This design comes from an exercise in tuning for small area and a short achievable clock period on the open sky130 flow, not from production work. Only simulation tests tie the RTL to the original design; equivalence was not proved.

==> wip/xenon: inputs <==
==> flow/design.v <==
package dmem_pkg;
  localparam int DW_DEF       = 32;
  localparam int AW_DEF       = 7;
  localparam int INIT_TOP_DEF = 23;
  localparam int INIT_NXT_DEF = 17;
endpackage
module dmem_aoi222 (
  input  logic [2:0] d,
  input  logic [2:0] s,
  output logic       y_n
);
  assign y_n = ~|(d & s);
endmodule
module dmem_nand4 (
  input  logic [3:0] a,
  output logic       y
);
  assign y = ~&a;
endmodule
module dmem_nor4 (
  input  logic [3:0] a,
  output logic       y_n
);
  assign y_n = ~|a;
endmodule
module dmem_nand3 (
  input  logic [2:0] a,
  output logic       y
);
  assign y = ~&a;
endmodule
module dmem_aoi22 (
  input  logic [1:0] d,
  input  logic [1:0] s,
  output logic       y_n
);
  assign y_n = ~|(d & s);
endmodule
module dmem_nor3 (
  input  logic [2:0] a,
  output logic       y_n
);
  assign y_n = ~|a;
endmodule
module dmem_rd_bit (
  input  logic [127:0] d,
  input  logic [127:0] s,
  output logic         y
);
  logic [43:0] l1;                        
  logic [11:0] l2;                        
  logic [2:0]  l3;                        
  for (genvar i = 0; i < 42; i++) begin : g_l1
    dmem_aoi222 u (.d(d[3*i +: 3]), .s(s[3*i +: 3]), .y_n(l1[i]));
  end
  dmem_aoi22 u_l1t (.d(d[127:126]), .s(s[127:126]), .y_n(l1[42]));
  assign l1[43] = 1'b1;
  for (genvar i = 0; i < 10; i++) begin : g_l2
    dmem_nand4 u (.a(l1[4*i +: 4]), .y(l2[i]));
  end
  dmem_nand3 u_l2t (.a(l1[42:40]), .y(l2[10]));
  assign l2[11] = 1'b0;
  dmem_nor4 u_l3a (.a(l2[3:0]), .y_n(l3[0]));
  dmem_nor4 u_l3b (.a(l2[7:4]), .y_n(l3[1]));
  dmem_nor3 u_l3c (.a(l2[10:8]), .y_n(l3[2]));
  dmem_nand3 u_l4 (.a(l3), .y(y));
endmodule
module dmem_wen #(
  parameter int NB = 4
) (
  input  logic          sel_n,
  input  logic [NB-1:0] we_be_n,
  input  logic          ini_n,
  output logic [NB-1:0] en
);
  assign en = ~(({NB{sel_n}} | we_be_n) & {NB{ini_n}});
endmodule
module dmem_ctrl #(
  parameter int DW       = dmem_pkg::DW_DEF,
  parameter int AW       = dmem_pkg::AW_DEF,
  parameter int INIT_TOP = dmem_pkg::INIT_TOP_DEF,
  parameter int INIT_NXT = dmem_pkg::INIT_NXT_DEF
) (
  input  logic            clk,
  input  logic            rst_n,
  input  logic            req_valid,
  output logic            req_ready,
  input  logic            req_write,
  input  logic [AW-1:0]   req_addr,
  input  logic [DW-1:0]   req_wdata,
  input  logic [DW/8-1:0] req_be,
  output logic            rsp_valid,
  output logic [DW-1:0]   rsp_rdata,
  output logic            init_busy
);
  localparam int NB    = DW / 8;
  localparam int DEPTH = 1 << AW;
  localparam logic [DW-1:0] TOP_V = DW'(INIT_TOP);
  localparam logic [DW-1:0] NXT_V = DW'(INIT_NXT);
  localparam int NG = DEPTH / 16;
  logic            run_q;
  logic            bsy_q;
  logic [NG+1:0]   rn_q;
  logic [AW-1:0]   cnt_q;
  logic            rsp_valid_q;
  logic            has_q;
  logic            we, re;
  logic            last;
  assign last = &cnt_q;
  assign we   = rn_q[NG+1] & req_valid & req_write;
  assign re   = rn_q[NG+1] & req_valid & ~req_write;
  always_ff @(posedge clk or negedge rst_n) begin
    if (!rst_n) begin
      run_q       <= 1'b0;
      cnt_q       <= '0;
      rsp_valid_q <= 1'b0;
      has_q       <= 1'b0;
    end else begin
      cnt_q       <= cnt_q + AW'(1);
      run_q       <= run_q | last;
      rsp_valid_q <= re;
      has_q       <= has_q | re;
    end
  end
  always_ff @(posedge clk or negedge rst_n) begin
    if (!rst_n) begin
      bsy_q <= 1'b1;
      rn_q  <= '0;
    end else begin
      bsy_q <= ~(run_q | last);
      rn_q  <= rn_q | {(NG+2){last}};
    end
  end
  logic [DEPTH-1:0] sel;
  for (genvar w = 0; w < DEPTH; w++) begin : g_sel
    assign sel[w] = (req_addr == AW'(w));
  end
  logic [DW-1:0] mem_q [DEPTH];
  logic [DW-1:0] wdata_z;
  logic [NB-1:0] we_be;
  assign wdata_z = req_wdata & {DW{rn_q[NG]}};
  assign we_be   = req_be & {NB{we}};
  for (genvar w = 0; w < DEPTH; w++) begin : g_word
    localparam logic [DW-1:0] IV = (w == DEPTH - 1) ? TOP_V :
                                   (w == DEPTH - 2) ? NXT_V : '0;
    logic [DW-1:0] d;
    assign d = wdata_z | (IV & {DW{~rn_q[NG]}});
    logic [NB-1:0] en;
    dmem_wen #(.NB(NB)) u_wen (
      .sel_n   (~sel[w]),
      .we_be_n (~we_be),
      .ini_n   (rn_q[w/16]),
      .en      (en)
    );
    for (genvar j = 0; j < NB; j++) begin : g_lane
      always_ff @(posedge clk) begin
        if (en[j]) begin
          mem_q[w][8*j +: 8] <= d[8*j +: 8];
        end
      end
    end
  end
  logic [DW-1:0] ram_rdata;
  logic [DW-1:0] rdata_q;
  for (genvar b = 0; b < DW; b++) begin : g_rd
    logic [DEPTH-1:0] col;
    for (genvar w = 0; w < DEPTH; w++) begin : g_col
      assign col[w] = mem_q[w][b];
    end
    dmem_rd_bit u_rd (.d(col), .s(sel), .y(ram_rdata[b]));
  end
  always_ff @(posedge clk) begin
    if (re) rdata_q <= ram_rdata;
  end
  assign rsp_valid = rsp_valid_q;
  assign rsp_rdata = has_q ? rdata_q : '0;
  assign init_busy = bsy_q;
  assign req_ready = run_q;
endmodule
==> flow/run.sh <==
#!/bin/bash
# synth_recipe.tcl (not shown) runs the flow's synth.tcl, then flattens the netlist and writes it again
# the make line also repeats each setting of config.mk as NAME=value (left out here)
make -C /OpenROAD-flow-scripts/flow DESIGN_CONFIG=/design/flow/config.mk WORK_HOME=/design/flow/orfs CLKGATE_MAP_FILE= SYNTH_SCRIPT=/design/flow/synth_recipe.tcl finish
==> flow/config.mk <==
export PLATFORM = sky130hd
export DESIGN_NAME = dmem_ctrl
export DESIGN_NICKNAME = dmem_ctrl
export VERILOG_FILES = /design/flow/design.v
export SDC_FILE = /design/flow/constraint.sdc
export NUM_CORES = 4
export LEC_CHECK = 0
export CAP_MARGIN = 20
export CELL_PAD_IN_SITES_DETAIL_PLACEMENT = 1
export CORE_MARGIN = 2
export CORE_UTILIZATION = 45
export CTS_BUF_LIST = sky130_fd_sc_hd__clkbuf_16
export CTS_CLUSTER_DIAMETER = 60
export CTS_CLUSTER_SIZE = 25
export PLACE_DENSITY = 0.55
export SETUP_SLACK_MARGIN = 1.0
export SLEW_MARGIN = 20
export SYNTH_HIERARCHICAL = 1
export SYNTH_MINIMUM_KEEP_SIZE = 0
==> flow/constraint.sdc <==
create_clock -name core_clock -period 4.0 [get_ports {clk}]
set_input_delay 0.8000 -clock core_clock [delete_from_list [all_inputs] [get_ports {clk}]]
set_output_delay 0.8000 -clock core_clock [all_outputs]
set_load 0.01 [all_outputs]
==> wip/onyx: changes against wip/xenon <==
==> flow/design.v, changed modules only <==
module dmem_nor2 (
  input  logic [1:0] a,
  output logic       y_n
);
  assign y_n = ~|a;
endmodule
module dmem_rd_bit (
  input  logic [127:0] d,
  input  logic [127:0] s,
  output logic         y
);
  logic [43:0] l1;                        
  logic [11:0] l2;                        
  logic [3:0]  l3;                        
  for (genvar i = 0; i < 42; i++) begin : g_l1
    dmem_aoi222 u (.d(d[3*i +: 3]), .s(s[3*i +: 3]), .y_n(l1[i]));
  end
  dmem_aoi22 u_l1t (.d(d[127:126]), .s(s[127:126]), .y_n(l1[42]));
  assign l1[43] = 1'b1;
  for (genvar i = 0; i < 10; i++) begin : g_l2
    dmem_nand4 u (.a(l1[4*i +: 4]), .y(l2[i]));
  end
  dmem_nand3 u_l2t (.a(l1[42:40]), .y(l2[10]));
  assign l2[11] = 1'b0;
  dmem_nor3 u_l3a (.a(l2[2:0]),  .y_n(l3[0]));
  dmem_nor3 u_l3b (.a(l2[5:3]),  .y_n(l3[1]));
  dmem_nor3 u_l3c (.a(l2[8:6]),  .y_n(l3[2]));
  dmem_nor2 u_l3d (.a(l2[10:9]), .y_n(l3[3]));
  dmem_nand4 u_l4 (.a(l3), .y(y));
endmodule
// module dmem_nor4 removed
Settings changed: CELL_PAD_IN_SITES_DETAIL_PLACEMENT 1 to default, CORE_UTILIZATION 45 to 50, CTS_CLUSTER_DIAMETER 60 to 80, GPL_TIMING_DRIVEN from default to 0, PLACE_DENSITY 0.55 to 0.65.
==> wip/fjord: changes against wip/xenon <==
==> flow/design.v (replaced) <==
package dmem_pkg;
  localparam int DW_DEF       = 32;
  localparam int AW_DEF       = 7;
  localparam int INIT_TOP_DEF = 23;
  localparam int INIT_NXT_DEF = 17;
  typedef enum logic {
    INIT = 1'b0,
    RUN  = 1'b1
  } state_e;
endpackage
module dmem_ram #(
  parameter int DW = 8,
  parameter int AW = 8
) (
  input  logic            clk_i,
  input  logic            we_i,
  input  logic [AW-1:0]   waddr_i,
  input  logic [DW-1:0]   wdata_i,
  input  logic [DW/8-1:0] be_i,
  input  logic            re_i,
  input  logic [AW-1:0]   raddr_i,
  output logic [DW-1:0]   rdata_o
);
  localparam int NB    = DW / 8;
  localparam int DEPTH = 1 << AW;
  logic [DW-1:0] mem_q [DEPTH];
  logic [DW-1:0] rdata_q;
  always_ff @(posedge clk_i) begin
    for (int i = 0; i < NB; i++) begin
      if (we_i && be_i[i]) begin
        mem_q[waddr_i][8*i +: 8] <= wdata_i[8*i +: 8];
      end
    end
    if (re_i) begin
      rdata_q <= mem_q[raddr_i];
    end
  end
  assign rdata_o = rdata_q;
endmodule
module dmem_ctrl #(
  parameter int DW       = dmem_pkg::DW_DEF,
  parameter int AW       = dmem_pkg::AW_DEF,
  parameter int INIT_TOP = dmem_pkg::INIT_TOP_DEF,
  parameter int INIT_NXT = dmem_pkg::INIT_NXT_DEF
) (
  input  logic            clk,
  input  logic            rst_n,
  input  logic            req_valid,
  output logic            req_ready,
  input  logic            req_write,
  input  logic [AW-1:0]   req_addr,
  input  logic [DW-1:0]   req_wdata,
  input  logic [DW/8-1:0] req_be,
  output logic            rsp_valid,
  output logic [DW-1:0]   rsp_rdata,
  output logic            init_busy
);
  localparam logic [AW-1:0] TOP_A = {AW{1'b1}};
  localparam logic [AW-1:0] NXT_A = TOP_A - AW'(1);
  localparam logic [DW-1:0] TOP_V = DW'(INIT_TOP);
  localparam logic [DW-1:0] NXT_V = DW'(INIT_NXT);
  dmem_pkg::state_e state_q, state_d;
  logic [AW-1:0]   cnt_q, cnt_d;
  logic            rsp_valid_q, rsp_valid_d;
  logic            has_q, has_d;
  logic            we;
  logic            re;
  logic [AW-1:0]   waddr;
  logic [DW-1:0]   wdata;
  logic [DW/8-1:0] be;
  logic [DW-1:0]   ram_rdata;
  always_comb begin
    state_d     = state_q;
    cnt_d       = cnt_q;
    rsp_valid_d = 1'b0;
    we          = 1'b0;
    re          = 1'b0;
    waddr       = req_addr;
    wdata       = req_wdata;
    be          = req_be;
    unique case (state_q)
      dmem_pkg::INIT: begin
        we    = 1'b1;
        waddr = cnt_q;
        be    = '1;
        if (cnt_q == TOP_A) begin
          wdata = TOP_V;
        end else if (cnt_q == NXT_A) begin
          wdata = NXT_V;
        end else begin
          wdata = '0;
        end
        if (cnt_q == TOP_A) begin
          state_d = dmem_pkg::RUN;
          cnt_d   = '0;
        end else begin
          cnt_d = cnt_q + AW'(1);
        end
      end
      dmem_pkg::RUN: begin
        if (req_valid) begin
          we = req_write;
          re = ~req_write;
        end
        rsp_valid_d = re;
      end
      default: ;
    endcase
    has_d = has_q | re;
  end
  always_ff @(posedge clk or negedge rst_n) begin
    if (!rst_n) begin
      state_q     <= dmem_pkg::INIT;
      cnt_q       <= '0;
      rsp_valid_q <= 1'b0;
      has_q       <= 1'b0;
    end else begin
      state_q     <= state_d;
      cnt_q       <= cnt_d;
      rsp_valid_q <= rsp_valid_d;
      has_q       <= has_d;
    end
  end
  dmem_ram #(
    .DW (DW),
    .AW (AW)
  ) u_ram (
    .clk_i   (clk),
    .we_i    (we),
    .waddr_i (waddr),
    .wdata_i (wdata),
    .be_i    (be),
    .re_i    (re),
    .raddr_i (req_addr),
    .rdata_o (ram_rdata)
  );
  assign rsp_valid = rsp_valid_q;
  assign rsp_rdata = has_q ? ram_rdata : '0;
  assign init_busy = (state_q == dmem_pkg::INIT);
  assign req_ready = (state_q == dmem_pkg::RUN);
endmodule
Settings changed: CELL_PAD_IN_SITES_DETAIL_PLACEMENT 1 to default, CORE_UTILIZATION 45 to 40, CTS_BUF_LIST sky130_fd_sc_hd__clkbuf_16 to default, CTS_CLUSTER_DIAMETER 60 to default, CTS_CLUSTER_SIZE 25 to default, PLACE_DENSITY 0.55 to default, SETUP_SLACK_MARGIN 1.0 to default, SYNTH_HIERARCHICAL 1 to default, SYNTH_MINIMUM_KEEP_SIZE 0 to default.
==> wip/lagoon: changes against wip/xenon <==
==> flow/design.v, changed modules only <==
module dmem_nor2 (
  input  logic [1:0] a,
  output logic       y_n
);
  assign y_n = ~|a;
endmodule
module dmem_rd_bit (
  input  logic [127:0] d,
  input  logic [127:0] s,
  output logic         y
);
  logic [43:0] l1;                        
  logic [11:0] l2;                        
  logic [3:0]  l3;                        
  for (genvar i = 0; i < 42; i++) begin : g_l1
    dmem_aoi222 u (.d(d[3*i +: 3]), .s(s[3*i +: 3]), .y_n(l1[i]));
  end
  dmem_aoi22 u_l1t (.d(d[127:126]), .s(s[127:126]), .y_n(l1[42]));
  assign l1[43] = 1'b1;
  for (genvar i = 0; i < 10; i++) begin : g_l2
    dmem_nand4 u (.a(l1[4*i +: 4]), .y(l2[i]));
  end
  dmem_nand3 u_l2t (.a(l1[42:40]), .y(l2[10]));
  assign l2[11] = 1'b0;
  dmem_nor3 u_l3a (.a(l2[2:0]),  .y_n(l3[0]));
  dmem_nor3 u_l3b (.a(l2[5:3]),  .y_n(l3[1]));
  dmem_nor3 u_l3c (.a(l2[8:6]),  .y_n(l3[2]));
  dmem_nor2 u_l3d (.a(l2[10:9]), .y_n(l3[3]));
  dmem_nand4 u_l4 (.a(l3), .y(y));
endmodule
// module dmem_nor4 removed
Settings changed: CELL_PAD_IN_SITES_DETAIL_PLACEMENT 1 to default, CORE_UTILIZATION 45 to 50, CTS_CLUSTER_DIAMETER 60 to 80, PLACE_DENSITY 0.55 to 0.65.
==> comparison <==
Between wip/onyx and wip/lagoon, the lower utilization is in wip/onyx (gap 2.2 points). Worst setup slack: wip/fjord is lower than wip/lagoon (0.51 ns). Area after synthesis: wip/fjord is higher than wip/xenon (about 9%). Against wip/xenon, the die area of wip/onyx is lower by about 10%.

separate check: timing with driven ports:
In the flow no input, the clock included, has a driving cell. The finished layouts below were timed again as built, in two steps. Step 1 assumes that a clkbuf_16 drives the clock port and a buf_2 every other input. Step 2, shift: input delay + t, output delay - t, t = (earliest + latest rising clock arrival at the registers) / 2. This alone moves slack from input paths to output paths. Slacks: no drivers / after step 1 / after step 2; pairs: no drivers / after step 1.
run | t, ns | slack for setup (ns) | worst hold slack (ns) | cell pins on the clock port's net
wip/xenon | 1.049 | 0.434 / 0.380 / -0.669 | 0.381 / 0.282 / 0.433 | 1
wip/onyx | 0.993 | 0.642 / 0.661 / -0.333 | 0.335 / 0.262 / 0.431 | 1
wip/fjord | 1.037 | 0.398 / 0.287 / -0.116 | 0.342 / 0.261 / 0.609 | 1
wip/lagoon | 1.000 | 0.906 / 0.817 / -0.024 | 0.086 / 0.024 / 0.422 | 1
With both steps, setup timing fails in every run listed, where it was met with ideal ports. For wip/xenon, which loses most, drivers alone change the setup slack by -0.054 ns; drivers and shift together by -1.103 ns.
